This is an optimization exercise on Yosys and OpenROAD, whose aim is small area, a short achievable clock period and few clock cycles per item, not a production implementation. Function was not checked in any run shown here: the RTL went through the layout flow alone. Power is estimated from default activity; no workload was simulated.

`flow/run.sh`:
```
#!/bin/bash
# synth_recipe.tcl (not shown) runs the flow's synth.tcl, then flattens the netlist and writes it again
# the make line also repeats each setting of config.mk as NAME=value (left out here)
make -C /OpenROAD-flow-scripts/flow DESIGN_CONFIG=/design/flow/config.mk WORK_HOME=/design/flow/orfs CLKGATE_MAP_FILE= SYNTH_SCRIPT=/design/flow/synth_recipe.tcl finish
```
`flow/design.v`:
```
package ex_pkg;
  localparam logic [3:0] OP_AND = 4'b0000;
  localparam logic [3:0] OP_OR  = 4'b0001;
  localparam logic [3:0] OP_ADD = 4'b0010;
  localparam logic [3:0] OP_XOR = 4'b0011;
  localparam logic [3:0] OP_SLL = 4'b0100;
  localparam logic [3:0] OP_SRL = 4'b0101;
  localparam logic [3:0] OP_SUB = 4'b0110;
  localparam logic [3:0] OP_SLT = 4'b0111;
  localparam logic [3:0] OP_MUL = 4'b1000;
  localparam logic [3:0] OP_NOR = 4'b1100;
  typedef enum logic {
    ST_IDLE = 1'b0,
    ST_MUL  = 1'b1
  } ex_state_e;
  localparam int unsigned DEFAULT_WIDTH = 32;
  localparam int unsigned MUL_SLICES    = DEFAULT_WIDTH / 8;
  function automatic integer mul_slices(input integer width);
    mul_slices = width / 8;
  endfunction
endpackage
import ex_pkg::*;
module ex_stage
#(
  parameter int unsigned WIDTH = 32
) (
  input  logic             clk,
  input  logic             rst,
  input  logic             in_valid,
  output logic             in_ready,
  input  logic [3:0]       operation,
  input  logic [WIDTH-1:0] op_a,
  input  logic [WIDTH-1:0] op_b,
  input  logic [4:0]       shamt,
  input  logic [4:0]       rd,
  input  logic             reg_write,
  input  logic             stall_in,
  input  logic             flush,
  output logic             out_valid,
  output logic [WIDTH-1:0] result,
  output logic             zero,
  output logic [4:0]       out_rd,
  output logic             out_reg_write,
  output logic             busy
);
  logic v0_q, v1_q;
  logic hold1_s, ld1_s, ld0_s;
  assign hold1_s  = v1_q & stall_in;
  assign ld1_s    = ~hold1_s;
  assign ld0_s    = ~(v0_q & hold1_s);
  assign in_ready = ld0_s;
  always_ff @(posedge clk) begin
    if (!rst || flush) begin
      v0_q <= 1'b0;
      v1_q <= 1'b0;
    end else begin
      if (ld0_s) v0_q <= in_valid;
      if (ld1_s) v1_q <= v0_q;
    end
  end
  logic op_mul, op_sll, op_srl, op_add, op_sub;
  assign op_mul = (operation == OP_MUL);
  assign op_sll = (operation == OP_SLL);
  assign op_srl = (operation == OP_SRL);
  assign op_add = (operation == OP_ADD);
  assign op_sub = (operation == OP_SUB);
  logic        lt_in;
  logic [31:0] b_rev, a_in;
  assign lt_in = $signed(op_a) < $signed(op_b);
  always_comb begin
    for (int i = 0; i < 32; i++) b_rev[i] = op_b[31 - i];
    case (operation)
      OP_AND:  a_in = op_a & op_b;
      OP_OR:   a_in = op_a | op_b;
      OP_XOR:  a_in = op_a ^ op_b;
      OP_NOR:  a_in = ~(op_a | op_b);
      OP_SLT:  a_in = {31'd0, lt_in};
      OP_SLL:  a_in = op_b;
      OP_SRL:  a_in = b_rev;
      OP_MUL:  a_in = op_a;
      OP_ADD:  a_in = op_a;
      OP_SUB:  a_in = op_a;
      default: a_in = 32'd0;
    endcase
  end
  logic [15:0] one_in, two_in, neg_in;
  logic [31:0] braw;
  assign braw = op_sub ? ~op_b : op_b;
  always_comb begin
    for (int i = 0; i < 16; i++) begin
      logic b2, b1, bm;
      b2 = op_b[2*i+1];
      b1 = op_b[2*i];
      bm = (i == 0) ? 1'b0 : op_b[2*i-1];
      if (op_mul) begin
        one_in[i] = b1 ^ bm;
        two_in[i] = (b2 & ~b1 & ~bm) | (~b2 & b1 & bm);
        neg_in[i] = b2;
      end else if (op_sll | op_srl) begin
        one_in[i] = (shamt[4:1] == 4'(i)) & ~shamt[0];
        two_in[i] = (shamt[4:1] == 4'(i)) & shamt[0];
        neg_in[i] = 1'b0;
      end else begin
        one_in[i] = braw[2*i];
        two_in[i] = 1'b0;
        neg_in[i] = braw[2*i+1];
      end
    end
  end
  logic [31:0] am_in;
  logic [7:0]  w_in, wr12, wr13, wr14, wr15;
  assign am_in = op_sll ? op_b : (op_srl ? b_rev : op_a);
  always_comb begin
    for (int j = 0; j < 8; j++)
      wr12[j] = ((one_in[12] & am_in[j]) | (two_in[12] & ((j == 0) ? 1'b0 : am_in[j-1]))) ^ neg_in[12];
    for (int j = 0; j < 6; j++)
      wr13[j+2] = ((one_in[13] & am_in[j]) | (two_in[13] & ((j == 0) ? 1'b0 : am_in[j-1]))) ^ neg_in[13];
    wr13[1:0] = 2'b00;
    for (int j = 0; j < 4; j++)
      wr14[j+4] = ((one_in[14] & am_in[j]) | (two_in[14] & ((j == 0) ? 1'b0 : am_in[j-1]))) ^ neg_in[14];
    wr14[3:0] = 4'b0000;
    wr15[6]   = one_in[15] & am_in[0];
    wr15[7]   = (one_in[15] & (am_in[1] ^ (neg_in[15] & am_in[0]))) | (two_in[15] & am_in[0]);
    wr15[5:0] = 6'b000000;
    w_in = (op_mul | op_sll | op_srl)
         ? (wr12 + wr13 + wr14 + wr15 + {3'b000, neg_in[14], 1'b0, neg_in[13], 1'b0, neg_in[12]})
         : braw[31:24];
  end
  logic [31:0] a0_q;
  logic [11:0] one0_q, two0_q, neg0_q;
  logic [7:0]  w0_q;
  logic        tree0_q, srl0_q, useb0_q, c0_q;
  logic [4:0]  rd0_q;
  logic        rw0_q;
  always_ff @(posedge clk) begin
    if (ld0_s) begin
      a0_q    <= a_in;
      one0_q  <= one_in[11:0];
      two0_q  <= two_in[11:0];
      neg0_q  <= neg_in[11:0];
      w0_q    <= w_in;
      tree0_q <= op_mul | op_sll;
      srl0_q  <= op_srl;
      useb0_q <= op_add | op_sub;
      c0_q    <= op_mul ? op_b[1] : op_sub;
      rd0_q   <= rd;
      rw0_q   <= reg_write;
    end
  end
  logic [31:0] b0_raw;
  always_comb begin
    for (int i = 0; i < 12; i++) begin
      b0_raw[2*i]   = one0_q[i];
      b0_raw[2*i+1] = neg0_q[i];
    end
    b0_raw[31:24] = w0_q;
  end
  logic [31:0] a_sh;
  assign a_sh = {a0_q[30:0], 1'b0};
  logic [31:0] pp0;
  logic [29:0] pp1;
  logic [27:0] pp2;
  logic [25:0] pp3;
  logic [23:0] pp4;
  logic [21:0] pp5;
  logic [19:0] pp6;
  logic [17:0] pp7;
  logic [15:0] pp8;
  logic [13:0] pp9;
  logic [11:0] pp10;
  logic [9:0]  pp11;
  logic [11:0] bone, btwo, bneg;
  assign bone = one0_q;
  assign btwo = two0_q;
  assign bneg = neg0_q;
  assign pp0  = ({32{bone[0]}}  & a0_q[31:0]  | {32{btwo[0]}}  & a_sh[31:0])  ^ {32{bneg[0]}};
  assign pp1  = ({30{bone[1]}}  & a0_q[29:0]  | {30{btwo[1]}}  & a_sh[29:0])  ^ {30{bneg[1]}};
  assign pp2  = ({28{bone[2]}}  & a0_q[27:0]  | {28{btwo[2]}}  & a_sh[27:0])  ^ {28{bneg[2]}};
  assign pp3  = ({26{bone[3]}}  & a0_q[25:0]  | {26{btwo[3]}}  & a_sh[25:0])  ^ {26{bneg[3]}};
  assign pp4  = ({24{bone[4]}}  & a0_q[23:0]  | {24{btwo[4]}}  & a_sh[23:0])  ^ {24{bneg[4]}};
  assign pp5  = ({22{bone[5]}}  & a0_q[21:0]  | {22{btwo[5]}}  & a_sh[21:0])  ^ {22{bneg[5]}};
  assign pp6  = ({20{bone[6]}}  & a0_q[19:0]  | {20{btwo[6]}}  & a_sh[19:0])  ^ {20{bneg[6]}};
  assign pp7  = ({18{bone[7]}}  & a0_q[17:0]  | {18{btwo[7]}}  & a_sh[17:0])  ^ {18{bneg[7]}};
  assign pp8  = ({16{bone[8]}}  & a0_q[15:0]  | {16{btwo[8]}}  & a_sh[15:0])  ^ {16{bneg[8]}};
  assign pp9  = ({14{bone[9]}}  & a0_q[13:0]  | {14{btwo[9]}}  & a_sh[13:0])  ^ {14{bneg[9]}};
  assign pp10 = ({12{bone[10]}} & a0_q[11:0]  | {12{btwo[10]}} & a_sh[11:0])  ^ {12{bneg[10]}};
  assign pp11 = ({10{bone[11]}} & a0_q[9:0]   | {10{btwo[11]}} & a_sh[9:0])   ^ {10{bneg[11]}};
  logic [31:0] tree_x, tree_y;
  wire hs0, hc0;
  ex_ha u_ha0 (.a(pp0[16]), .b(pp1[14]), .s(hs0), .co(hc0));
  wire hs1, hc1;
  ex_ha u_ha1 (.a(pp0[17]), .b(pp1[15]), .s(hs1), .co(hc1));
  wire fs0, fc0;
  ex_fa u_fa0 (.a(pp0[18]), .b(pp1[16]), .c(pp2[14]), .s(fs0), .co(fc0));
  wire hs2, hc2;
  ex_ha u_ha2 (.a(pp3[12]), .b(pp4[10]), .s(hs2), .co(hc2));
  wire fs1, fc1;
  ex_fa u_fa1 (.a(pp0[19]), .b(pp1[17]), .c(pp2[15]), .s(fs1), .co(fc1));
  wire hs3, hc3;
  ex_ha u_ha3 (.a(pp3[13]), .b(pp4[11]), .s(hs3), .co(hc3));
  wire fs2, fc2;
  ex_fa u_fa2 (.a(pp0[20]), .b(pp1[18]), .c(pp2[16]), .s(fs2), .co(fc2));
  wire fs3, fc3;
  ex_fa u_fa3 (.a(pp3[14]), .b(pp4[12]), .c(pp5[10]), .s(fs3), .co(fc3));
  wire hs4, hc4;
  ex_ha u_ha4 (.a(pp6[8]), .b(pp7[6]), .s(hs4), .co(hc4));
  wire fs4, fc4;
  ex_fa u_fa4 (.a(pp0[21]), .b(pp1[19]), .c(pp2[17]), .s(fs4), .co(fc4));
  wire fs5, fc5;
  ex_fa u_fa5 (.a(pp3[15]), .b(pp4[13]), .c(pp5[11]), .s(fs5), .co(fc5));
  wire hs5, hc5;
  ex_ha u_ha5 (.a(pp6[9]), .b(pp7[7]), .s(hs5), .co(hc5));
  wire fs6, fc6;
  ex_fa u_fa6 (.a(pp0[22]), .b(pp1[20]), .c(pp2[18]), .s(fs6), .co(fc6));
  wire fs7, fc7;
  ex_fa u_fa7 (.a(pp3[16]), .b(pp4[14]), .c(pp5[12]), .s(fs7), .co(fc7));
  wire fs8, fc8;
  ex_fa u_fa8 (.a(pp6[10]), .b(pp7[8]), .c(pp8[6]), .s(fs8), .co(fc8));
  wire hs6, hc6;
  ex_ha u_ha6 (.a(pp9[4]), .b(pp10[2]), .s(hs6), .co(hc6));
  wire fs9, fc9;
  ex_fa u_fa9 (.a(pp0[23]), .b(pp1[21]), .c(pp2[19]), .s(fs9), .co(fc9));
  wire fs10, fc10;
  ex_fa u_fa10 (.a(pp3[17]), .b(pp4[15]), .c(pp5[13]), .s(fs10), .co(fc10));
  wire fs11, fc11;
  ex_fa u_fa11 (.a(pp6[11]), .b(pp7[9]), .c(pp8[7]), .s(fs11), .co(fc11));
  wire hs7, hc7;
  ex_ha u_ha7 (.a(pp9[5]), .b(pp10[3]), .s(hs7), .co(hc7));
  wire fs12, fc12;
  ex_fa u_fa12 (.a(pp0[24]), .b(pp1[22]), .c(pp2[20]), .s(fs12), .co(fc12));
  wire fs13, fc13;
  ex_fa u_fa13 (.a(pp3[18]), .b(pp4[16]), .c(pp5[14]), .s(fs13), .co(fc13));
  wire fs14, fc14;
  ex_fa u_fa14 (.a(pp6[12]), .b(pp7[10]), .c(pp8[8]), .s(fs14), .co(fc14));
  wire fs15, fc15;
  ex_fa u_fa15 (.a(pp9[6]), .b(pp10[4]), .c(pp11[2]), .s(fs15), .co(fc15));
  wire fs16, fc16;
  ex_fa u_fa16 (.a(pp0[25]), .b(pp1[23]), .c(pp2[21]), .s(fs16), .co(fc16));
  wire fs17, fc17;
  ex_fa u_fa17 (.a(pp3[19]), .b(pp4[17]), .c(pp5[15]), .s(fs17), .co(fc17));
  wire fs18, fc18;
  ex_fa u_fa18 (.a(pp6[13]), .b(pp7[11]), .c(pp8[9]), .s(fs18), .co(fc18));
  wire fs19, fc19;
  ex_fa u_fa19 (.a(pp9[7]), .b(pp10[5]), .c(pp11[3]), .s(fs19), .co(fc19));
  wire fs20, fc20;
  ex_fa u_fa20 (.a(pp0[26]), .b(pp1[24]), .c(pp2[22]), .s(fs20), .co(fc20));
  wire fs21, fc21;
  ex_fa u_fa21 (.a(pp3[20]), .b(pp4[18]), .c(pp5[16]), .s(fs21), .co(fc21));
  wire fs22, fc22;
  ex_fa u_fa22 (.a(pp6[14]), .b(pp7[12]), .c(pp8[10]), .s(fs22), .co(fc22));
  wire fs23, fc23;
  ex_fa u_fa23 (.a(pp9[8]), .b(pp10[6]), .c(pp11[4]), .s(fs23), .co(fc23));
  wire fs24, fc24;
  ex_fa u_fa24 (.a(pp0[27]), .b(pp1[25]), .c(pp2[23]), .s(fs24), .co(fc24));
  wire fs25, fc25;
  ex_fa u_fa25 (.a(pp3[21]), .b(pp4[19]), .c(pp5[17]), .s(fs25), .co(fc25));
  wire fs26, fc26;
  ex_fa u_fa26 (.a(pp6[15]), .b(pp7[13]), .c(pp8[11]), .s(fs26), .co(fc26));
  wire fs27, fc27;
  ex_fa u_fa27 (.a(pp9[9]), .b(pp10[7]), .c(pp11[5]), .s(fs27), .co(fc27));
  wire fs28, fc28;
  ex_fa u_fa28 (.a(pp0[28]), .b(pp1[26]), .c(pp2[24]), .s(fs28), .co(fc28));
  wire fs29, fc29;
  ex_fa u_fa29 (.a(pp3[22]), .b(pp4[20]), .c(pp5[18]), .s(fs29), .co(fc29));
  wire fs30, fc30;
  ex_fa u_fa30 (.a(pp6[16]), .b(pp7[14]), .c(pp8[12]), .s(fs30), .co(fc30));
  wire fs31, fc31;
  ex_fa u_fa31 (.a(pp9[10]), .b(pp10[8]), .c(pp11[6]), .s(fs31), .co(fc31));
  wire fs32, fc32;
  ex_fa u_fa32 (.a(pp0[29]), .b(pp1[27]), .c(pp2[25]), .s(fs32), .co(fc32));
  wire fs33, fc33;
  ex_fa u_fa33 (.a(pp3[23]), .b(pp4[21]), .c(pp5[19]), .s(fs33), .co(fc33));
  wire fs34, fc34;
  ex_fa u_fa34 (.a(pp6[17]), .b(pp7[15]), .c(pp8[13]), .s(fs34), .co(fc34));
  wire fs35, fc35;
  ex_fa u_fa35 (.a(pp9[11]), .b(pp10[9]), .c(pp11[7]), .s(fs35), .co(fc35));
  wire fs36, fc36;
  ex_fa u_fa36 (.a(pp0[30]), .b(pp1[28]), .c(pp2[26]), .s(fs36), .co(fc36));
  wire fs37, fc37;
  ex_fa u_fa37 (.a(pp3[24]), .b(pp4[22]), .c(pp5[20]), .s(fs37), .co(fc37));
  wire fs38, fc38;
  ex_fa u_fa38 (.a(pp6[18]), .b(pp7[16]), .c(pp8[14]), .s(fs38), .co(fc38));
  wire fs39, fc39;
  ex_fa u_fa39 (.a(pp9[12]), .b(pp10[10]), .c(pp11[8]), .s(fs39), .co(fc39));
  wire fs40, fc40;
  ex_fa u_fa40 (.a(pp0[31]), .b(pp1[29]), .c(pp2[27]), .s(fs40), .co(fc40));
  wire fs41, fc41;
  ex_fa u_fa41 (.a(pp3[25]), .b(pp4[23]), .c(pp5[21]), .s(fs41), .co(fc41));
  wire fs42, fc42;
  ex_fa u_fa42 (.a(pp6[19]), .b(pp7[17]), .c(pp8[15]), .s(fs42), .co(fc42));
  wire fs43, fc43;
  ex_fa u_fa43 (.a(pp9[13]), .b(pp10[11]), .c(pp11[9]), .s(fs43), .co(fc43));
  wire hs8, hc8;
  ex_ha u_ha8 (.a(pp0[10]), .b(pp1[8]), .s(hs8), .co(hc8));
  wire hs9, hc9;
  ex_ha u_ha9 (.a(pp0[11]), .b(pp1[9]), .s(hs9), .co(hc9));
  wire fs44, fc44;
  ex_fa u_fa44 (.a(pp0[12]), .b(pp1[10]), .c(pp2[8]), .s(fs44), .co(fc44));
  wire hs10, hc10;
  ex_ha u_ha10 (.a(pp3[6]), .b(pp4[4]), .s(hs10), .co(hc10));
  wire fs45, fc45;
  ex_fa u_fa45 (.a(pp0[13]), .b(pp1[11]), .c(pp2[9]), .s(fs45), .co(fc45));
  wire hs11, hc11;
  ex_ha u_ha11 (.a(pp3[7]), .b(pp4[5]), .s(hs11), .co(hc11));
  wire fs46, fc46;
  ex_fa u_fa46 (.a(pp0[14]), .b(pp1[12]), .c(pp2[10]), .s(fs46), .co(fc46));
  wire fs47, fc47;
  ex_fa u_fa47 (.a(pp3[8]), .b(pp4[6]), .c(pp5[4]), .s(fs47), .co(fc47));
  wire hs12, hc12;
  ex_ha u_ha12 (.a(pp6[2]), .b(pp7[0]), .s(hs12), .co(hc12));
  wire fs48, fc48;
  ex_fa u_fa48 (.a(pp0[15]), .b(pp1[13]), .c(pp2[11]), .s(fs48), .co(fc48));
  wire fs49, fc49;
  ex_fa u_fa49 (.a(pp3[9]), .b(pp4[7]), .c(pp5[5]), .s(fs49), .co(fc49));
  wire hs13, hc13;
  ex_ha u_ha13 (.a(pp6[3]), .b(pp7[1]), .s(hs13), .co(hc13));
  wire fs50, fc50;
  ex_fa u_fa50 (.a(hs0), .b(pp2[12]), .c(pp3[10]), .s(fs50), .co(fc50));
  wire fs51, fc51;
  ex_fa u_fa51 (.a(pp4[8]), .b(pp5[6]), .c(pp6[4]), .s(fs51), .co(fc51));
  wire fs52, fc52;
  ex_fa u_fa52 (.a(pp7[2]), .b(pp8[0]), .c(bneg[8]), .s(fs52), .co(fc52));
  wire fs53, fc53;
  ex_fa u_fa53 (.a(hc0), .b(hs1), .c(pp2[13]), .s(fs53), .co(fc53));
  wire fs54, fc54;
  ex_fa u_fa54 (.a(pp3[11]), .b(pp4[9]), .c(pp5[7]), .s(fs54), .co(fc54));
  wire fs55, fc55;
  ex_fa u_fa55 (.a(pp6[5]), .b(pp7[3]), .c(pp8[1]), .s(fs55), .co(fc55));
  wire fs56, fc56;
  ex_fa u_fa56 (.a(hc1), .b(fs0), .c(hs2), .s(fs56), .co(fc56));
  wire fs57, fc57;
  ex_fa u_fa57 (.a(pp5[8]), .b(pp6[6]), .c(pp7[4]), .s(fs57), .co(fc57));
  wire fs58, fc58;
  ex_fa u_fa58 (.a(pp8[2]), .b(pp9[0]), .c(bneg[9]), .s(fs58), .co(fc58));
  wire fs59, fc59;
  ex_fa u_fa59 (.a(fc0), .b(hc2), .c(fs1), .s(fs59), .co(fc59));
  wire fs60, fc60;
  ex_fa u_fa60 (.a(hs3), .b(pp5[9]), .c(pp6[7]), .s(fs60), .co(fc60));
  wire fs61, fc61;
  ex_fa u_fa61 (.a(pp7[5]), .b(pp8[3]), .c(pp9[1]), .s(fs61), .co(fc61));
  wire fs62, fc62;
  ex_fa u_fa62 (.a(fc1), .b(hc3), .c(fs2), .s(fs62), .co(fc62));
  wire fs63, fc63;
  ex_fa u_fa63 (.a(fs3), .b(hs4), .c(pp8[4]), .s(fs63), .co(fc63));
  wire fs64, fc64;
  ex_fa u_fa64 (.a(pp9[2]), .b(pp10[0]), .c(bneg[10]), .s(fs64), .co(fc64));
  wire fs65, fc65;
  ex_fa u_fa65 (.a(fc2), .b(fc3), .c(hc4), .s(fs65), .co(fc65));
  wire fs66, fc66;
  ex_fa u_fa66 (.a(fs4), .b(fs5), .c(hs5), .s(fs66), .co(fc66));
  wire fs67, fc67;
  ex_fa u_fa67 (.a(pp8[5]), .b(pp9[3]), .c(pp10[1]), .s(fs67), .co(fc67));
  wire fs68, fc68;
  ex_fa u_fa68 (.a(fc4), .b(fc5), .c(hc5), .s(fs68), .co(fc68));
  wire fs69, fc69;
  ex_fa u_fa69 (.a(fs6), .b(fs7), .c(fs8), .s(fs69), .co(fc69));
  wire fs70, fc70;
  ex_fa u_fa70 (.a(hs6), .b(pp11[0]), .c(bneg[11]), .s(fs70), .co(fc70));
  wire fs71, fc71;
  ex_fa u_fa71 (.a(fc6), .b(fc7), .c(fc8), .s(fs71), .co(fc71));
  wire fs72, fc72;
  ex_fa u_fa72 (.a(hc6), .b(fs9), .c(fs10), .s(fs72), .co(fc72));
  wire fs73, fc73;
  ex_fa u_fa73 (.a(fs11), .b(hs7), .c(pp11[1]), .s(fs73), .co(fc73));
  wire fs74, fc74;
  ex_fa u_fa74 (.a(fc9), .b(fc10), .c(fc11), .s(fs74), .co(fc74));
  wire fs75, fc75;
  ex_fa u_fa75 (.a(hc7), .b(fs12), .c(fs13), .s(fs75), .co(fc75));
  wire fs76, fc76;
  ex_fa u_fa76 (.a(fs14), .b(fs15), .c(w0_q[0]), .s(fs76), .co(fc76));
  wire fs77, fc77;
  ex_fa u_fa77 (.a(fc12), .b(fc13), .c(fc14), .s(fs77), .co(fc77));
  wire fs78, fc78;
  ex_fa u_fa78 (.a(fc15), .b(fs16), .c(fs17), .s(fs78), .co(fc78));
  wire fs79, fc79;
  ex_fa u_fa79 (.a(fs18), .b(fs19), .c(w0_q[1]), .s(fs79), .co(fc79));
  wire fs80, fc80;
  ex_fa u_fa80 (.a(fc16), .b(fc17), .c(fc18), .s(fs80), .co(fc80));
  wire fs81, fc81;
  ex_fa u_fa81 (.a(fc19), .b(fs20), .c(fs21), .s(fs81), .co(fc81));
  wire fs82, fc82;
  ex_fa u_fa82 (.a(fs22), .b(fs23), .c(w0_q[2]), .s(fs82), .co(fc82));
  wire fs83, fc83;
  ex_fa u_fa83 (.a(fc20), .b(fc21), .c(fc22), .s(fs83), .co(fc83));
  wire fs84, fc84;
  ex_fa u_fa84 (.a(fc23), .b(fs24), .c(fs25), .s(fs84), .co(fc84));
  wire fs85, fc85;
  ex_fa u_fa85 (.a(fs26), .b(fs27), .c(w0_q[3]), .s(fs85), .co(fc85));
  wire fs86, fc86;
  ex_fa u_fa86 (.a(fc24), .b(fc25), .c(fc26), .s(fs86), .co(fc86));
  wire fs87, fc87;
  ex_fa u_fa87 (.a(fc27), .b(fs28), .c(fs29), .s(fs87), .co(fc87));
  wire fs88, fc88;
  ex_fa u_fa88 (.a(fs30), .b(fs31), .c(w0_q[4]), .s(fs88), .co(fc88));
  wire fs89, fc89;
  ex_fa u_fa89 (.a(fc28), .b(fc29), .c(fc30), .s(fs89), .co(fc89));
  wire fs90, fc90;
  ex_fa u_fa90 (.a(fc31), .b(fs32), .c(fs33), .s(fs90), .co(fc90));
  wire fs91, fc91;
  ex_fa u_fa91 (.a(fs34), .b(fs35), .c(w0_q[5]), .s(fs91), .co(fc91));
  wire fs92, fc92;
  ex_fa u_fa92 (.a(fc32), .b(fc33), .c(fc34), .s(fs92), .co(fc92));
  wire fs93, fc93;
  ex_fa u_fa93 (.a(fc35), .b(fs36), .c(fs37), .s(fs93), .co(fc93));
  wire fs94, fc94;
  ex_fa u_fa94 (.a(fs38), .b(fs39), .c(w0_q[6]), .s(fs94), .co(fc94));
  wire fs95, fc95;
  ex_fa u_fa95 (.a(fc36), .b(fc37), .c(fc38), .s(fs95), .co(fc95));
  wire fs96, fc96;
  ex_fa u_fa96 (.a(fc39), .b(fs40), .c(fs41), .s(fs96), .co(fc96));
  wire fs97, fc97;
  ex_fa u_fa97 (.a(fs42), .b(fs43), .c(w0_q[7]), .s(fs97), .co(fc97));
  wire hs14, hc14;
  ex_ha u_ha14 (.a(pp0[6]), .b(pp1[4]), .s(hs14), .co(hc14));
  wire hs15, hc15;
  ex_ha u_ha15 (.a(pp0[7]), .b(pp1[5]), .s(hs15), .co(hc15));
  wire fs98, fc98;
  ex_fa u_fa98 (.a(pp0[8]), .b(pp1[6]), .c(pp2[4]), .s(fs98), .co(fc98));
  wire hs16, hc16;
  ex_ha u_ha16 (.a(pp3[2]), .b(pp4[0]), .s(hs16), .co(hc16));
  wire fs99, fc99;
  ex_fa u_fa99 (.a(pp0[9]), .b(pp1[7]), .c(pp2[5]), .s(fs99), .co(fc99));
  wire hs17, hc17;
  ex_ha u_ha17 (.a(pp3[3]), .b(pp4[1]), .s(hs17), .co(hc17));
  wire fs100, fc100;
  ex_fa u_fa100 (.a(hs8), .b(pp2[6]), .c(pp3[4]), .s(fs100), .co(fc100));
  wire fs101, fc101;
  ex_fa u_fa101 (.a(pp4[2]), .b(pp5[0]), .c(bneg[5]), .s(fs101), .co(fc101));
  wire fs102, fc102;
  ex_fa u_fa102 (.a(hc8), .b(hs9), .c(pp2[7]), .s(fs102), .co(fc102));
  wire fs103, fc103;
  ex_fa u_fa103 (.a(pp3[5]), .b(pp4[3]), .c(pp5[1]), .s(fs103), .co(fc103));
  wire fs104, fc104;
  ex_fa u_fa104 (.a(hc9), .b(fs44), .c(hs10), .s(fs104), .co(fc104));
  wire fs105, fc105;
  ex_fa u_fa105 (.a(pp5[2]), .b(pp6[0]), .c(bneg[6]), .s(fs105), .co(fc105));
  wire fs106, fc106;
  ex_fa u_fa106 (.a(fc44), .b(hc10), .c(fs45), .s(fs106), .co(fc106));
  wire fs107, fc107;
  ex_fa u_fa107 (.a(hs11), .b(pp5[3]), .c(pp6[1]), .s(fs107), .co(fc107));
  wire fs108, fc108;
  ex_fa u_fa108 (.a(fc45), .b(hc11), .c(fs46), .s(fs108), .co(fc108));
  wire fs109, fc109;
  ex_fa u_fa109 (.a(fs47), .b(hs12), .c(bneg[7]), .s(fs109), .co(fc109));
  wire fs110, fc110;
  ex_fa u_fa110 (.a(fc46), .b(fc47), .c(hc12), .s(fs110), .co(fc110));
  wire fs111, fc111;
  ex_fa u_fa111 (.a(fs48), .b(fs49), .c(hs13), .s(fs111), .co(fc111));
  wire fs112, fc112;
  ex_fa u_fa112 (.a(fc48), .b(fc49), .c(hc13), .s(fs112), .co(fc112));
  wire fs113, fc113;
  ex_fa u_fa113 (.a(fs50), .b(fs51), .c(fs52), .s(fs113), .co(fc113));
  wire fs114, fc114;
  ex_fa u_fa114 (.a(fc50), .b(fc51), .c(fc52), .s(fs114), .co(fc114));
  wire fs115, fc115;
  ex_fa u_fa115 (.a(fs53), .b(fs54), .c(fs55), .s(fs115), .co(fc115));
  wire fs116, fc116;
  ex_fa u_fa116 (.a(fc53), .b(fc54), .c(fc55), .s(fs116), .co(fc116));
  wire fs117, fc117;
  ex_fa u_fa117 (.a(fs56), .b(fs57), .c(fs58), .s(fs117), .co(fc117));
  wire fs118, fc118;
  ex_fa u_fa118 (.a(fc56), .b(fc57), .c(fc58), .s(fs118), .co(fc118));
  wire fs119, fc119;
  ex_fa u_fa119 (.a(fs59), .b(fs60), .c(fs61), .s(fs119), .co(fc119));
  wire fs120, fc120;
  ex_fa u_fa120 (.a(fc59), .b(fc60), .c(fc61), .s(fs120), .co(fc120));
  wire fs121, fc121;
  ex_fa u_fa121 (.a(fs62), .b(fs63), .c(fs64), .s(fs121), .co(fc121));
  wire fs122, fc122;
  ex_fa u_fa122 (.a(fc62), .b(fc63), .c(fc64), .s(fs122), .co(fc122));
  wire fs123, fc123;
  ex_fa u_fa123 (.a(fs65), .b(fs66), .c(fs67), .s(fs123), .co(fc123));
  wire fs124, fc124;
  ex_fa u_fa124 (.a(fc65), .b(fc66), .c(fc67), .s(fs124), .co(fc124));
  wire fs125, fc125;
  ex_fa u_fa125 (.a(fs68), .b(fs69), .c(fs70), .s(fs125), .co(fc125));
  wire fs126, fc126;
  ex_fa u_fa126 (.a(fc68), .b(fc69), .c(fc70), .s(fs126), .co(fc126));
  wire fs127, fc127;
  ex_fa u_fa127 (.a(fs71), .b(fs72), .c(fs73), .s(fs127), .co(fc127));
  wire fs128, fc128;
  ex_fa u_fa128 (.a(fc71), .b(fc72), .c(fc73), .s(fs128), .co(fc128));
  wire fs129, fc129;
  ex_fa u_fa129 (.a(fs74), .b(fs75), .c(fs76), .s(fs129), .co(fc129));
  wire fs130, fc130;
  ex_fa u_fa130 (.a(fc74), .b(fc75), .c(fc76), .s(fs130), .co(fc130));
  wire fs131, fc131;
  ex_fa u_fa131 (.a(fs77), .b(fs78), .c(fs79), .s(fs131), .co(fc131));
  wire fs132, fc132;
  ex_fa u_fa132 (.a(fc77), .b(fc78), .c(fc79), .s(fs132), .co(fc132));
  wire fs133, fc133;
  ex_fa u_fa133 (.a(fs80), .b(fs81), .c(fs82), .s(fs133), .co(fc133));
  wire fs134, fc134;
  ex_fa u_fa134 (.a(fc80), .b(fc81), .c(fc82), .s(fs134), .co(fc134));
  wire fs135, fc135;
  ex_fa u_fa135 (.a(fs83), .b(fs84), .c(fs85), .s(fs135), .co(fc135));
  wire fs136, fc136;
  ex_fa u_fa136 (.a(fc83), .b(fc84), .c(fc85), .s(fs136), .co(fc136));
  wire fs137, fc137;
  ex_fa u_fa137 (.a(fs86), .b(fs87), .c(fs88), .s(fs137), .co(fc137));
  wire fs138, fc138;
  ex_fa u_fa138 (.a(fc86), .b(fc87), .c(fc88), .s(fs138), .co(fc138));
  wire fs139, fc139;
  ex_fa u_fa139 (.a(fs89), .b(fs90), .c(fs91), .s(fs139), .co(fc139));
  wire fs140, fc140;
  ex_fa u_fa140 (.a(fc89), .b(fc90), .c(fc91), .s(fs140), .co(fc140));
  wire fs141, fc141;
  ex_fa u_fa141 (.a(fs92), .b(fs93), .c(fs94), .s(fs141), .co(fc141));
  wire fs142, fc142;
  ex_fa u_fa142 (.a(fc92), .b(fc93), .c(fc94), .s(fs142), .co(fc142));
  wire fs143, fc143;
  ex_fa u_fa143 (.a(fs95), .b(fs96), .c(fs97), .s(fs143), .co(fc143));
  wire hs18, hc18;
  ex_ha u_ha18 (.a(pp0[4]), .b(pp1[2]), .s(hs18), .co(hc18));
  wire hs19, hc19;
  ex_ha u_ha19 (.a(pp0[5]), .b(pp1[3]), .s(hs19), .co(hc19));
  wire fs144, fc144;
  ex_fa u_fa144 (.a(hs14), .b(pp2[2]), .c(pp3[0]), .s(fs144), .co(fc144));
  wire fs145, fc145;
  ex_fa u_fa145 (.a(hc14), .b(hs15), .c(pp2[3]), .s(fs145), .co(fc145));
  wire fs146, fc146;
  ex_fa u_fa146 (.a(hc15), .b(fs98), .c(hs16), .s(fs146), .co(fc146));
  wire fs147, fc147;
  ex_fa u_fa147 (.a(fc98), .b(hc16), .c(fs99), .s(fs147), .co(fc147));
  wire fs148, fc148;
  ex_fa u_fa148 (.a(fc99), .b(hc17), .c(fs100), .s(fs148), .co(fc148));
  wire fs149, fc149;
  ex_fa u_fa149 (.a(fc100), .b(fc101), .c(fs102), .s(fs149), .co(fc149));
  wire fs150, fc150;
  ex_fa u_fa150 (.a(fc102), .b(fc103), .c(fs104), .s(fs150), .co(fc150));
  wire fs151, fc151;
  ex_fa u_fa151 (.a(fc104), .b(fc105), .c(fs106), .s(fs151), .co(fc151));
  wire fs152, fc152;
  ex_fa u_fa152 (.a(fc106), .b(fc107), .c(fs108), .s(fs152), .co(fc152));
  wire fs153, fc153;
  ex_fa u_fa153 (.a(fc108), .b(fc109), .c(fs110), .s(fs153), .co(fc153));
  wire fs154, fc154;
  ex_fa u_fa154 (.a(fc110), .b(fc111), .c(fs112), .s(fs154), .co(fc154));
  wire fs155, fc155;
  ex_fa u_fa155 (.a(fc112), .b(fc113), .c(fs114), .s(fs155), .co(fc155));
  wire fs156, fc156;
  ex_fa u_fa156 (.a(fc114), .b(fc115), .c(fs116), .s(fs156), .co(fc156));
  wire fs157, fc157;
  ex_fa u_fa157 (.a(fc116), .b(fc117), .c(fs118), .s(fs157), .co(fc157));
  wire fs158, fc158;
  ex_fa u_fa158 (.a(fc118), .b(fc119), .c(fs120), .s(fs158), .co(fc158));
  wire fs159, fc159;
  ex_fa u_fa159 (.a(fc120), .b(fc121), .c(fs122), .s(fs159), .co(fc159));
  wire fs160, fc160;
  ex_fa u_fa160 (.a(fc122), .b(fc123), .c(fs124), .s(fs160), .co(fc160));
  wire fs161, fc161;
  ex_fa u_fa161 (.a(fc124), .b(fc125), .c(fs126), .s(fs161), .co(fc161));
  wire fs162, fc162;
  ex_fa u_fa162 (.a(fc126), .b(fc127), .c(fs128), .s(fs162), .co(fc162));
  wire fs163, fc163;
  ex_fa u_fa163 (.a(fc128), .b(fc129), .c(fs130), .s(fs163), .co(fc163));
  wire fs164, fc164;
  ex_fa u_fa164 (.a(fc130), .b(fc131), .c(fs132), .s(fs164), .co(fc164));
  wire fs165, fc165;
  ex_fa u_fa165 (.a(fc132), .b(fc133), .c(fs134), .s(fs165), .co(fc165));
  wire fs166, fc166;
  ex_fa u_fa166 (.a(fc134), .b(fc135), .c(fs136), .s(fs166), .co(fc166));
  wire fs167, fc167;
  ex_fa u_fa167 (.a(fc136), .b(fc137), .c(fs138), .s(fs167), .co(fc167));
  wire fs168, fc168;
  ex_fa u_fa168 (.a(fc138), .b(fc139), .c(fs140), .s(fs168), .co(fc168));
  wire fs169, fc169;
  ex_fa u_fa169 (.a(fc140), .b(fc141), .c(fs142), .s(fs169), .co(fc169));
  wire hs20, hc20;
  ex_ha u_ha20 (.a(pp0[2]), .b(pp1[0]), .s(hs20), .co(hc20));
  wire hs21, hc21;
  ex_ha u_ha21 (.a(pp0[3]), .b(pp1[1]), .s(hs21), .co(hc21));
  wire fs170, fc170;
  ex_fa u_fa170 (.a(hs18), .b(pp2[0]), .c(bneg[2]), .s(fs170), .co(fc170));
  wire fs171, fc171;
  ex_fa u_fa171 (.a(hc18), .b(hs19), .c(pp2[1]), .s(fs171), .co(fc171));
  wire fs172, fc172;
  ex_fa u_fa172 (.a(hc19), .b(fs144), .c(bneg[3]), .s(fs172), .co(fc172));
  wire fs173, fc173;
  ex_fa u_fa173 (.a(fc144), .b(fs145), .c(pp3[1]), .s(fs173), .co(fc173));
  wire fs174, fc174;
  ex_fa u_fa174 (.a(fc145), .b(fs146), .c(bneg[4]), .s(fs174), .co(fc174));
  wire fs175, fc175;
  ex_fa u_fa175 (.a(fc146), .b(fs147), .c(hs17), .s(fs175), .co(fc175));
  wire fs176, fc176;
  ex_fa u_fa176 (.a(fc147), .b(fs148), .c(fs101), .s(fs176), .co(fc176));
  wire fs177, fc177;
  ex_fa u_fa177 (.a(fc148), .b(fs149), .c(fs103), .s(fs177), .co(fc177));
  wire fs178, fc178;
  ex_fa u_fa178 (.a(fc149), .b(fs150), .c(fs105), .s(fs178), .co(fc178));
  wire fs179, fc179;
  ex_fa u_fa179 (.a(fc150), .b(fs151), .c(fs107), .s(fs179), .co(fc179));
  wire fs180, fc180;
  ex_fa u_fa180 (.a(fc151), .b(fs152), .c(fs109), .s(fs180), .co(fc180));
  wire fs181, fc181;
  ex_fa u_fa181 (.a(fc152), .b(fs153), .c(fs111), .s(fs181), .co(fc181));
  wire fs182, fc182;
  ex_fa u_fa182 (.a(fc153), .b(fs154), .c(fs113), .s(fs182), .co(fc182));
  wire fs183, fc183;
  ex_fa u_fa183 (.a(fc154), .b(fs155), .c(fs115), .s(fs183), .co(fc183));
  wire fs184, fc184;
  ex_fa u_fa184 (.a(fc155), .b(fs156), .c(fs117), .s(fs184), .co(fc184));
  wire fs185, fc185;
  ex_fa u_fa185 (.a(fc156), .b(fs157), .c(fs119), .s(fs185), .co(fc185));
  wire fs186, fc186;
  ex_fa u_fa186 (.a(fc157), .b(fs158), .c(fs121), .s(fs186), .co(fc186));
  wire fs187, fc187;
  ex_fa u_fa187 (.a(fc158), .b(fs159), .c(fs123), .s(fs187), .co(fc187));
  wire fs188, fc188;
  ex_fa u_fa188 (.a(fc159), .b(fs160), .c(fs125), .s(fs188), .co(fc188));
  wire fs189, fc189;
  ex_fa u_fa189 (.a(fc160), .b(fs161), .c(fs127), .s(fs189), .co(fc189));
  wire fs190, fc190;
  ex_fa u_fa190 (.a(fc161), .b(fs162), .c(fs129), .s(fs190), .co(fc190));
  wire fs191, fc191;
  ex_fa u_fa191 (.a(fc162), .b(fs163), .c(fs131), .s(fs191), .co(fc191));
  wire fs192, fc192;
  ex_fa u_fa192 (.a(fc163), .b(fs164), .c(fs133), .s(fs192), .co(fc192));
  wire fs193, fc193;
  ex_fa u_fa193 (.a(fc164), .b(fs165), .c(fs135), .s(fs193), .co(fc193));
  wire fs194, fc194;
  ex_fa u_fa194 (.a(fc165), .b(fs166), .c(fs137), .s(fs194), .co(fc194));
  wire fs195, fc195;
  ex_fa u_fa195 (.a(fc166), .b(fs167), .c(fs139), .s(fs195), .co(fc195));
  wire fs196, fc196;
  ex_fa u_fa196 (.a(fc167), .b(fs168), .c(fs141), .s(fs196), .co(fc196));
  wire fs197, fc197;
  ex_fa u_fa197 (.a(fc168), .b(fs169), .c(fs143), .s(fs197), .co(fc197));
  assign tree_x = {fc196, fc195, fc194, fc193, fc192, fc191, fc190, fc189, fc188, fc187, fc186, fc185, fc184, fc183, fc182, fc181, fc180, fc179, fc178, fc177, fc176, fc175, fc174, fc173, fc172, fc171, fc170, hc21, hc20, hs20, pp0[1], pp0[0]};
  assign tree_y = {fs197, fs196, fs195, fs194, fs193, fs192, fs191, fs190, fs189, fs188, fs187, fs186, fs185, fs184, fs183, fs182, fs181, fs180, fs179, fs178, fs177, fs176, fs175, fs174, fs173, fs172, fs171, fs170, hs21, bneg[1], 1'b0, 1'b0};
  logic [31:0] t_or, t_rev;
  assign t_or = tree_x | tree_y;
  always_comb begin
    for (int i = 0; i < 32; i++) t_rev[i] = t_or[31 - i];
  end
  logic [31:0] x_d, y_d;
  always_comb begin
    if (tree0_q) begin
      x_d = tree_x;
      y_d = tree_y;
    end else if (srl0_q) begin
      x_d = t_rev;
      y_d = 32'd0;
    end else begin
      x_d = a0_q;
      y_d = useb0_q ? b0_raw : 32'd0;
    end
  end
  logic [31:0] p1_q, g1_q;
  logic        c1_q;
  logic [4:0]  rd1_q;
  logic        rw1_q;
  always_ff @(posedge clk) begin
    if (ld1_s) begin
      p1_q  <= x_d ^ y_d;
      g1_q  <= x_d & y_d;
      c1_q  <= c0_q;
      rd1_q <= rd0_q;
      rw1_q <= rw0_q;
    end
  end
  logic [31:0] gk [0:5];
  logic [31:0] pk [0:5];
  logic [31:0] cy;
  always_comb begin
    gk[0] = g1_q;
    pk[0] = p1_q;
    gk[0][0] = g1_q[0] | (p1_q[0] & c1_q);
    for (int l = 0; l < 5; l++) begin
      for (int i = 0; i < 32; i++) begin
        if (i >= (1 << l)) begin
          gk[l+1][i] = gk[l][i] | (pk[l][i] & gk[l][i - (1 << l)]);
          pk[l+1][i] = pk[l][i] & pk[l][i - (1 << l)];
        end else begin
          gk[l+1][i] = gk[l][i];
          pk[l+1][i] = pk[l][i];
        end
      end
    end
    cy = {gk[5][30:0], c1_q};
  end
  logic [31:0] zterm;
  assign zterm = p1_q ^ {p1_q[30:0] | g1_q[30:0], c1_q};
  assign result        = p1_q ^ cy;
  assign zero          = ~|zterm;
  assign out_valid     = v1_q;
  assign out_rd        = rd1_q;
  assign out_reg_write = rw1_q;
  assign busy          = v0_q;
endmodule
module ex_fa (
  input  logic a,
  input  logic b,
  input  logic c,
  output logic s,
  output logic co
);
  assign s  = a ^ b ^ c;
  assign co = (a & b) | (a & c) | (b & c);
endmodule
module ex_ha (
  input  logic a,
  input  logic b,
  output logic s,
  output logic co
);
  assign s  = a ^ b;
  assign co = a & b;
endmodule
```
`flow/config.mk`:
```
export PLATFORM = sky130hd
export DESIGN_NAME = ex_stage
export DESIGN_NICKNAME = ex_stage
export VERILOG_FILES = /design/flow/design.v
export SDC_FILE = /design/flow/constraint.sdc
export NUM_CORES = 4
export LEC_CHECK = 0
export ABC_AREA = 1
export ABC_CLOCK_PERIOD_IN_PS = 4000
export CAP_MARGIN = 20
export CORE_MARGIN = 2
export CORE_UTILIZATION = 40
export SETUP_SLACK_MARGIN = 5
export SLEW_MARGIN = 20
export SYNTH_HIERARCHICAL = 1
```
`flow/constraint.sdc`:
```
create_clock -name core_clock -period 10.0 [get_ports {clk}]
set_input_delay 2.0000 -clock core_clock [delete_from_list [all_inputs] [get_ports {clk}]]
set_output_delay 2.0000 -clock core_clock [all_outputs]
set_load 0.01 [all_outputs]
```
==> results.json, run 1 <==
{
  "drv_cap": 0,
  "max_slew_margin_pct": 39.9,
  "swShare_pct": 49.8,
  "rsz0062_at_grt": "true",
  "grt_pass1_wl_mm": 131,
  "clock_latency_ps": 440,
  "worstSetupStartpointType": "input port",
  "drc": 0,
  "status": "no timing/DRC/antenna violations",
  "reg2reg_slack_ps": 5040,
  "pwr-share-seq_pct": 15.8,
  "critPathRequiredTime_ps": 10180,
  "start_util_pct": 40.4,
  "worstSetupPathType": "input port to flop",
  "synthCells": 2572,
  "cts_tree": "built",
  "fin_util_pct": 48.1,
  "ys.flop_type": "edfxtp_1",
  "via_per_inst": 6.12,
  "synth_cell_types": 60,
  "clkSinkCount": 158,
  "vdd_ir_drop_max_uv": 254,
  "cts_buffers": 17,
  "io_buffers": 125,
  "routedWlPerCell_um": 25.6,
  "clock_path_buffers": 2,
  "gp_congestion": 0.984,
  "power_frac_clock_pct": 9.6,
  "tns_ps": 0,
  "drt_iter0_drc": 2417,
  "setup_viol": 0,
  "synth_edf_count": 156,
  "seq_area_frac_synth_pct": 21.3,
  "grt_pass1_vias": 21000,
  "powerDensity_nw_per_um2": 259,
  "grt_antenna_before_repair": 0,
  "overflow": 0,
  "clk_pin_slew_worst_paths_ps": 70,
  "cp_data_arrival_time_ps": 5630,
  "yosysWarnings": 9,
  "drive_above_1_share_pct": 15.3,
  "fmax_mhz": 184,
  "ant_nets": 0,
  "grt_util_all_layers_pct": 30.7,
  "nets": 3164,
  "synth-async-reset-ratio_pct": 0,
  "crit_fanout": 8,
  "dpl.hpwl_mm": 63.7,
  "num_rows": 86,
  "io_pins": 126,
  "die_h_um": 239,
  "num-fill-cells": 5251,
  "dr.pass1.iters": 8,
  "cp-end-kind": "flop",
  "wirelength_mm": 88.0,
  "skew_ps": 15.3,
  "hold_path.class": "flop to flop",
  "final_cell_mix": "nand2_1, xor2_1, o22ai_1, inv_1, fa_1",
  "syn_area_per_cell_um2": 8.61,
  "p_leak_nw": 11.6,
  "period_needed_ps": 5450,
  "total_power_mw": 6.83,
  "grt_max_degree": 72,
  "slew_viol_final": 0,
  "p_int_mw": 3.43,
  "vias": 21000,
  "root_buffer": "clkbuf_16",
  "diodes": 0,
  "syn2layout_area_growth_pct": 19.1,
  "finalHoldViolations": 0,
  "p_switching_mw": 3.40,
  "htree_levels": 4,
  "fin_crit_sh_pct": 54.5,
  "worst_slew_pin_slew_ps": 899,
  "core_um2": 54900,
  "synth_nets": 3020,
  "fp.dieW_um": 239,
  "layout.cells.most_common": "nand2_1",
  "ys_seq_elements": 158,
  "netlist_area_um2": 22100,
  "die-area_um2": 57300,
  "comb_power_share_pct": 74.6
}
==> final cells by class <==
type	count	area, µm²	area share [%]
multi-input cells	1950	16300	61.7
repair buffers	300	2670	10.1
flip-flops and latches	158	4720	17.9
well taps	704	881	3.34
inverters	285	1210	4.60
clock buffers	19	443	1.68
clock inverters	13	154	0.583
repair inverters	4	23.8	0.0901
==> layer usage <==
layer  vias to the layer above  share of wire, %  global-route usage, %
met4                         0               6.5                   17.1
met2                      1358                47                   50.4
met5                         -                 0                      0
li1                       9139                 -                      -
met3                       360               8.3                   4.33
met1                     10200                38                   38.9
==> path summary, 6_finish.rpt <==
kind | depth (start not counted) | to | startpoint
min reg2reg | 0 | rd1_q[1] | rd0_q[1]
min | 0 | rd1_q[1] | rd0_q[1]
max | 28 | w0_q[7] | op_b[31]
max reg2reg | 12 | p1_q[2] | a0_q[17]
==> critical path, cell delays in order <==
cell	delay, ps
clkdlybuf4s15_1	370
inv_2	170
nand3_1	150
nand2_2	70
o21ai_4	210
nand2_1	90
o21ai_1	150
xor2_1	140
fa_2	580
inv_1	40
ha_1	270
ha_1	370
nand2_4	70
o21a_1	170
nand2_2	80
inv_2	40
nand2_2	50
nand2_2	60
inv_2	50
nand2_2	40
nand2_2	90
inv_1	50
nand2_1	60
nand2_1	40
nand2_1	50
nand2_1	40
nand2_1	50
nand2_1	60
==> sequential cells by signal, indices dropped and copies added (netlist names), 8 cells and up <==
name,count
a0_q,32
p1_q,32
g1_q,31
one0_q,12
two0_q,12
w0_q,8
neg0_q,12
==> what timing repair did <==
item,CTS,global route
buffers inserted,72,58
pin swaps,35,44
cloned,7,0
hold buffers,0,0
endpoints found under the setup margin,59,49
resized for setup,196,117
==> synth_stat cells (all sizes together), types with 58 or more instances <==
| cell | number | area [µm²] |
|---|---|---|
| nor2 | 128 | 538 |
| nand2 | 345 | 1370 |
| o21ai | 160 | 823 |
| xor2 | 306 | 2680 |
| fa | 203 | 4060 |
| edfxtp | 156 | 4680 |
| o22ai | 301 | 1890 |
| nand3 | 58 | 335 |
| clkbuf | 128 | 483 |
| a21oi | 71 | 355 |
| ha | 161 | 2010 |
| inv | 271 | 1030 |
==> per-module statistics from Yosys, one instance, submodules excluded <==
| module | flip-flops and latches | times used |
|---|---|---|
| ex_stage | 158 | 1 |
| ex_fa | 0 | 198 |
| ex_ha | 0 | 22 |
==> power groups by stage <==
stage	clock (mW)	combinational [mW]	sequential, mW
global placement	0	4.53	1.10
floorplan	0	3.01	0.965
finish	0.655	5.10	1.08
global route	0.692	5.55	1.09
detailed placement	0	4.59	1.10
CTS	0.667	4.69	1.09
==> cells by family after synthesis <==
family | Yosys count | share of synthesized area, %
adder cells (fa/ha/maj) | 364 | 27.4
flip-flops | 158 | 21.3
AND/OR/NAND/NOR | 609 | 12.2
AO/OA/AOI/OAI | 656 | 18.3
buffers and inverters | 466 | 8.17
multiplexers | 1 | 0.0452
XOR/XNOR | 318 | 12.6
==> metrics by stage <==
step	setup slack (ps)	cell area [µm²]	instances	hold WS, ps
finish	4550	26400	3433	421
global route	4320	26400	3433	435
CTS	4570	25600	3375	422
detailed placement	2680	24000	3264	406
global placement	2770	24000	3264	401
floorplan	4460	22200	2572	400
==> inputs of run 2 (changes only) <==
--- a/flow/design.v
+++ b/flow/design.v
@@ -107,25 +107,56 @@
       end
     end
   end
-  logic [31:0] am_in;
-  logic [7:0]  w_in, wr12, wr13, wr14, wr15;
-  assign am_in = op_sll ? op_b : (op_srl ? b_rev : op_a);
+  logic [3:0] wone, wtwo, wneg;
   always_comb begin
-    for (int j = 0; j < 8; j++)
-      wr12[j] = ((one_in[12] & am_in[j]) | (two_in[12] & ((j == 0) ? 1'b0 : am_in[j-1]))) ^ neg_in[12];
-    for (int j = 0; j < 6; j++)
-      wr13[j+2] = ((one_in[13] & am_in[j]) | (two_in[13] & ((j == 0) ? 1'b0 : am_in[j-1]))) ^ neg_in[13];
-    wr13[1:0] = 2'b00;
-    for (int j = 0; j < 4; j++)
-      wr14[j+4] = ((one_in[14] & am_in[j]) | (two_in[14] & ((j == 0) ? 1'b0 : am_in[j-1]))) ^ neg_in[14];
-    wr14[3:0] = 4'b0000;
-    wr15[6]   = one_in[15] & am_in[0];
-    wr15[7]   = (one_in[15] & (am_in[1] ^ (neg_in[15] & am_in[0]))) | (two_in[15] & am_in[0]);
-    wr15[5:0] = 6'b000000;
-    w_in = (op_mul | op_sll | op_srl)
-         ? (wr12 + wr13 + wr14 + wr15 + {3'b000, neg_in[14], 1'b0, neg_in[13], 1'b0, neg_in[12]})
-         : braw[31:24];
+    for (int k = 0; k < 4; k++) begin
+      logic b2, b1, bm;
+      b2 = op_b[2*(12+k)+1];
+      b1 = op_b[2*(12+k)];
+      bm = op_b[2*(12+k)-1];
+      wone[k] = b1 ^ bm;
+      wtwo[k] = (b2 & ~b1 & ~bm) | (~b2 & b1 & bm);
+      wneg[k] = b2;
+    end
   end
+  logic [7:0] wpp12;
+  logic [5:0] wpp13;
+  logic [3:0] wpp14;
+  logic       wpp15_0, wpp15_1;
+  logic [7:0] a8_sh;
+  assign a8_sh   = {op_a[6:0], 1'b0};
+  assign wpp12   = ({8{wone[0]}} & op_a[7:0] | {8{wtwo[0]}} & a8_sh[7:0]) ^ {8{wneg[0]}};
+  assign wpp13   = ({6{wone[1]}} & op_a[5:0] | {6{wtwo[1]}} & a8_sh[5:0]) ^ {6{wneg[1]}};
+  assign wpp14   = ({4{wone[2]}} & op_a[3:0] | {4{wtwo[2]}} & a8_sh[3:0]) ^ {4{wneg[2]}};
+  assign wpp15_0 = wone[3] & op_a[0];
+  assign wpp15_1 = (wone[3] & (op_a[1] ^ (wneg[3] & op_a[0]))) | (wtwo[3] & op_a[0]);
+  logic [7:0] wt_x, wt_y;
+  wire whs22, whc22;
+  ex_ha u_wha22 (.a(wpp12[4]), .b(wpp13[2]), .s(whs22), .co(whc22));
+  wire whs23, whc23;
+  ex_ha u_wha23 (.a(wpp12[5]), .b(wpp13[3]), .s(whs23), .co(whc23));
+  wire wfs198, wfc198;
+  ex_fa u_wfa198 (.a(wpp12[6]), .b(wpp13[4]), .c(wpp14[2]), .s(wfs198), .co(wfc198));
+  wire wfs199, wfc199;
+  ex_fa u_wfa199 (.a(wpp12[7]), .b(wpp13[5]), .c(wpp14[3]), .s(wfs199), .co(wfc199));
+  wire whs24, whc24;
+  ex_ha u_wha24 (.a(wpp12[2]), .b(wpp13[0]), .s(whs24), .co(whc24));
+  wire whs25, whc25;
+  ex_ha u_wha25 (.a(wpp12[3]), .b(wpp13[1]), .s(whs25), .co(whc25));
+  wire wfs200, wfc200;
+  ex_fa u_wfa200 (.a(whs22), .b(wpp14[0]), .c(wneg[2]), .s(wfs200), .co(wfc200));
+  wire wfs201, wfc201;
+  ex_fa u_wfa201 (.a(whc22), .b(whs23), .c(wpp14[1]), .s(wfs201), .co(wfc201));
+  wire wfs202, wfc202;
+  ex_fa u_wfa202 (.a(whc23), .b(wfs198), .c(wpp15_0), .s(wfs202), .co(wfc202));
+  wire wfs203, wfc203;
+  ex_fa u_wfa203 (.a(wfc198), .b(wfs199), .c(wpp15_1), .s(wfs203), .co(wfc203));
+  assign wt_x = {wfc202, wfc201, wfc200, whc25, whc24, whs24, wpp12[1], wpp12[0]};
+  assign wt_y = {wfs203, wfs202, wfs201, wfs200, whs25, wneg[1], 1'b0, wneg[0]};
+  logic [7:0] am8, w_sh, w_in;
+  assign am8  = op_sll ? op_b[7:0] : b_rev[7:0];
+  assign w_sh = (shamt[4:3] == 2'b11) ? (am8 << shamt[2:0]) : 8'd0;
+  assign w_in = op_mul ? (wt_x + wt_y) : ((op_sll | op_srl) ? w_sh : braw[31:24]);
   logic [31:0] a0_q;
   logic [11:0] one0_q, two0_q, neg0_q;
   logic [7:0]  w0_q;
@@ -628,22 +659,24 @@
   ex_fa u_fa197 (.a(fc168), .b(fs169), .c(fs143), .s(fs197), .co(fc197));
   assign tree_x = {fc196, fc195, fc194, fc193, fc192, fc191, fc190, fc189, fc188, fc187, fc186, fc185, fc184, fc183, fc182, fc181, fc180, fc179, fc178, fc177, fc176, fc175, fc174, fc173, fc172, fc171, fc170, hc21, hc20, hs20, pp0[1], pp0[0]};
   assign tree_y = {fs197, fs196, fs195, fs194, fs193, fs192, fs191, fs190, fs189, fs188, fs187, fs186, fs185, fs184, fs183, fs182, fs181, fs180, fs179, fs178, fs177, fs176, fs175, fs174, fs173, fs172, fs171, fs170, hs21, bneg[1], 1'b0, 1'b0};
-  logic [31:0] t_or, t_rev;
-  assign t_or = tree_x | tree_y;
+  logic [31:0] hp, hg, hp_rev, yb;
+  assign hp = tree_x ^ tree_y;
+  assign hg = tree_x & tree_y;
   always_comb begin
-    for (int i = 0; i < 32; i++) t_rev[i] = t_or[31 - i];
+    for (int i = 0; i < 32; i++) hp_rev[i] = hp[31 - i];
   end
-  logic [31:0] x_d, y_d;
+  assign yb = useb0_q ? b0_raw : 32'd0;
+  logic [31:0] p_d, g_d;
   always_comb begin
     if (tree0_q) begin
-      x_d = tree_x;
-      y_d = tree_y;
+      p_d = hp;
+      g_d = hg;
     end else if (srl0_q) begin
-      x_d = t_rev;
-      y_d = 32'd0;
+      p_d = hp_rev;
+      g_d = 32'd0;
     end else begin
-      x_d = a0_q;
-      y_d = useb0_q ? b0_raw : 32'd0;
+      p_d = a0_q ^ yb;
+      g_d = a0_q & yb;
     end
   end
   logic [31:0] p1_q, g1_q;
@@ -652,8 +685,8 @@
   logic        rw1_q;
   always_ff @(posedge clk) begin
     if (ld1_s) begin
-      p1_q  <= x_d ^ y_d;
-      g1_q  <= x_d & y_d;
+      p1_q  <= p_d;
+      g1_q  <= g_d;
       c1_q  <= c0_q;
       rd1_q <= rd0_q;
       rw1_q <= rw0_q;
==> flow/flow/run.sh (new file) <==
#!/bin/bash
# The standard layout; the port buffers use the smallest buffer cell
# (every input and output port still gets its own buffer).
set -euo pipefail
bash standard.sh "BUFFER_PORTS_ARGS=-buffer_cell sky130_fd_sc_hd__buf_1" finish > flow_make.log 2>&1
==> flow/standard.sh (new file) <==
#!/bin/bash
# synth_recipe.tcl (not shown) runs the flow's synth.tcl, then flattens the netlist and writes it again
# the make line also repeats each setting of config.mk as NAME=value (left out here)
make -C /OpenROAD-flow-scripts/flow DESIGN_CONFIG=/design/flow/config.mk WORK_HOME=/design/flow/orfs CLKGATE_MAP_FILE= SYNTH_SCRIPT=/design/flow/synth_recipe.tcl "${@:-finish}"
removed: flow/run.sh
==> run 2 against run 1 <==
- clock skew shrank 1.1 ps
- fmax grew 11%
- sequential cell count is the same
- cell count grew 2.0%
- non-clock buffer count shrank 114
- still clean
- wire length shrank 3.0%
- largest cell class unchanged
- power grew 8.9%
- clock power grew 2%
- hold slack is essentially flat
- die area grew 2.6%
==> results.json, run 2 <==
{
  "synth_edf_count": 156,
  "clkSinkCount": 158,
  "ant_nets": 0,
  "wirelength_mm": 85.4,
  "multi_input_area_um2": 16300,
  "yosys.cell_count.top_type": "nand2_1",
  "rsz0062_at_grt": "true",
  "io_pins": 126,
  "design_area_um2": 24800,
  "dr.pass1.iters": 6,
  "final_cell_mix": "nand2_1, xor2_1, o22ai_1, inv_1, fa_1",
  "dpl.hpwl_mm": 62.1,
  "grt_pass1_wl_mm": 127,
  "hold_path_depth": 0,
  "htree_levels": 4,
  "slew_viol_final": 0,
  "fin_cells": 3503,
  "p_int_mw": 3.32,
  "largestRegisters": "a0_q (32), p1_q (32), g1_q (31)",
  "fin_crit_sh_pct": 49.2,
  "ys_seq_elements": 158,
  "drc": 0,
  "tns_ps": 0,
  "clock_latency_ps": 450,
  "dp.cells": 3441,
  "cts_tree": "built",
  "worst_slew_pin_slew_ps": 1140,
  "p_switching_mw": 4.11,
  "layout.cells.most_common": "nand2_1",
  "gp_congestion": 1.03,
  "grt_util_all_layers_pct": 28.3,
  "fp.dieW_um": 242,
  "swShare_pct": 55.3,
  "synth_top_area_share_pct": 20.6,
  "r2r.worst_path.cells": 11,
  "synth_cell_types": 46,
  "synth_nets": 3187,
  "fmax_mhz": 203,
  "p_leak_nw": 10.9,
  "ys.flop_type": "edfxtp_1",
  "cp-end-kind": "output pin",
  "die_h_um": 242,
  "yosysWarnings": 9,
  "via_per_inst": 6.05,
  "overflow": 0,
  "cts_buffers": 17,
  "synth.area.top_cells": "edfxtp_1, fa_1, xor2_1, ha_1, o22ai_1",
  "clk_pin_slew_worst_paths_ps": 70,
  "diodes": 0,
  "total_power_mw": 7.44,
  "synth_top_area_cell": "edfxtp_1",
  "vias": 21200,
  "synth-async-reset-ratio_pct": 0,
  "reg2reg_slack_ps": 5080,
  "r2r_end": "p1_q[3]",
  "period_needed_ps": 4920,
  "syn_area_per_cell_um2": 8.40,
  "pwr-share-seq_pct": 14.7,
  "whs_endpoint": "rd1_q[1]",
  "io_buffers": 125,
  "setup_viol": 0,
  "grt_antenna_before_repair": 1,
  "worstSetupPathType": "input port to output pin",
  "vdd_ir_drop_max_uv": 336,
  "netlist_area_um2": 22700,
  "die-area_um2": 58800,
  "start_util_pct": 40.4,
  "num_rows": 87,
  "grt_max_degree": 90,
  "regToRegStartpoint": "a0_q[22]",
  "skew_ps": 14.2,
  "power_frac_clock_pct": 8.9,
  "comb_power_share_pct": 76.4,
  "regArea_um2": 4720,
  "root_buffer": "clkbuf_16",
  "num-fill-cells": 5616,
  "hold_start": "rd0_q[1]",
  "powerDensity_nw_per_um2": 300,
  "drt_iter0_drc": 2526,
  "critPathRequiredTime_ps": 8000,
  "ctsHoldBuffers": 0,
  "grt_pass1_vias": 20700,
  "worstSetupStartpointType": "input port",
  "placed_area_um2": 23700,
  "routedWlPerCell_um": 24.4,
  "drive_above_1_share_pct": 5.82,
  "clock_path_buffers": 2,
  "syn2layout_area_growth_pct": 8.82,
  "synthCells": 2708,
  "max_slew_margin_pct": 24.0,
  "ys_top_cells_by_count": "nand2_1, xor2_1, o22ai_1, inv_1, fa_1",
  "status": "no timing/DRC/antenna violations",
  "crit_fanout": 21,
  "drv_cap": 0,
  "core_um2": 56300,
  "hold_path.class": "flop to flop",
  "finalHoldViolations": 0,
  "nets": 3213,
  "seq_area_frac_synth_pct": 20.8,
  "cp_data_arrival_time_ps": 2920
}
-- run 2: cells by family (layout without fill, tap and decap cells) --
family | count (synthesis) | count (layout) | synth area share, %
adders and majority gates | 395 | 395 | 28.5
DFF | 158 | 158 | 20.8
and+or+nand+nor | 754 | 754 | 13.7
AOI/OAI and AO/OA | 617 | 617 | 17.0
buffers and inverters | 467 | 506 | 7.89
xor gates and xnor gates | 317 | 317 | 12.2
-- run 2: power groups by stage --
stage          sequential, mW  clock (mW)  combinational [mW]
2_1_floorplan           0.980           0                3.37
3_3_place_gp             1.10           0                5.32
6_report                 1.09       0.665                5.68
3_5_place_dp             1.10           0                5.41
5_1_grt                  1.11       0.700                6.13
4_1_cts                  1.09       0.676                5.46
-- run 2: metal layers --
metal	GRT usage [%]	vias up	wire, µm
li1	-	9308	-
met1	35.2	10200	32500
met2	46.8	1350	39900
met3	5.28	323	7700
met4	14.9	2	5240
met5	0	-	10
-- run 2: worst max-delay path by stage --
stage / startpoint / end / slack [ps] / cells after the start
4_1_cts: a0_q[12] / p1_q[0] / 4980 / 11
2_1_floorplan: op_b[27] / w0_q[7] / 5000 / 17
3_5_place_dp: op_b[27] / w0_q[7] / 4110 / 17
6_report: stall_in / in_ready / 5080 / 3
3_3_place_gp: op_b[25] / w0_q[7] / 4190 / 17
5_1_grt: op_b[23] / w0_q[7] / 4900 / 19
-- run 2: what timing repair did --
item	in CTS	in global routing
pin swaps	0	1
gates cloned	3	4
setup endpoints to repair	28	27
gates resized for setup	18	28
buffers inserted	5	18
-- run 2: area by class of cell --
type	instances	area share (%)
Inverter	281	4.55
Clock inverter	15	0.723
Multi-Input combinational cell	2083	65.8
Tap cell	756	3.82
Sequential cell	158	19.1
Timing Repair Buffer	186	4.11
Timing Repair inverter	7	0.172
Clock buffer	17	1.72
-- run 2: metrics by stage --
stage	hold WS (ps)	setup WS (ps)	utilization, %
2_1_floorplan	400	5000	-
3_3_place_gp	401	4190	42.2
3_5_place_dp	408	4110	42.2
4_1_cts	424	4980	43.5
5_1_grt	438	4900	44.0
6_report	421	5080	44.0
-- run 2: per-module statistics from Yosys, one instance, submodules excluded --
module	flip-flops and latches	cells inside	area [µm²]	times used
ex_stage	158	2478	18300	1
ex_fa	0	1	20.0	204
ex_ha	0	1	12.5	26
-- run 2: critical path, cell delays in order --
cell	delay, ps
buf_1	200
nand3_4	440
buf_1	270

## separate check: timing with driven ports
How much do the figures lean on ideal ports? The routed layouts below were timed once more, with nothing changed but the port constraints. Step 1: set_driving_cell puts a clkbuf_16 on clk and a buf_2 on each other input, an assumption about the parent block. Step 2 times the ports against the registers' clock, not the clock port: input delays grow and output delays shrink by t, the midpoint of the rising clock arrivals with the driver on. Slacks: no drivers / after step 1 / after step 2; pairs: no drivers / after step 1.
run | shift t [ns] | setup WS [ns] | hold slack, ns | worst setup path after step 2
run 1 | 0.485 | 4.551 / 4.565 / 4.080 | 0.421 / 0.421 / 0.421 | input to register
run 2 | 0.493 | 5.080 / 5.056 / 4.637 | 0.421 / 0.421 / 0.421 | input to register
After both steps every run listed still meets setup and hold. The setup slack of run 1, which loses most, moves by +0.014 ns with the drivers and by -0.471 ns with both steps.
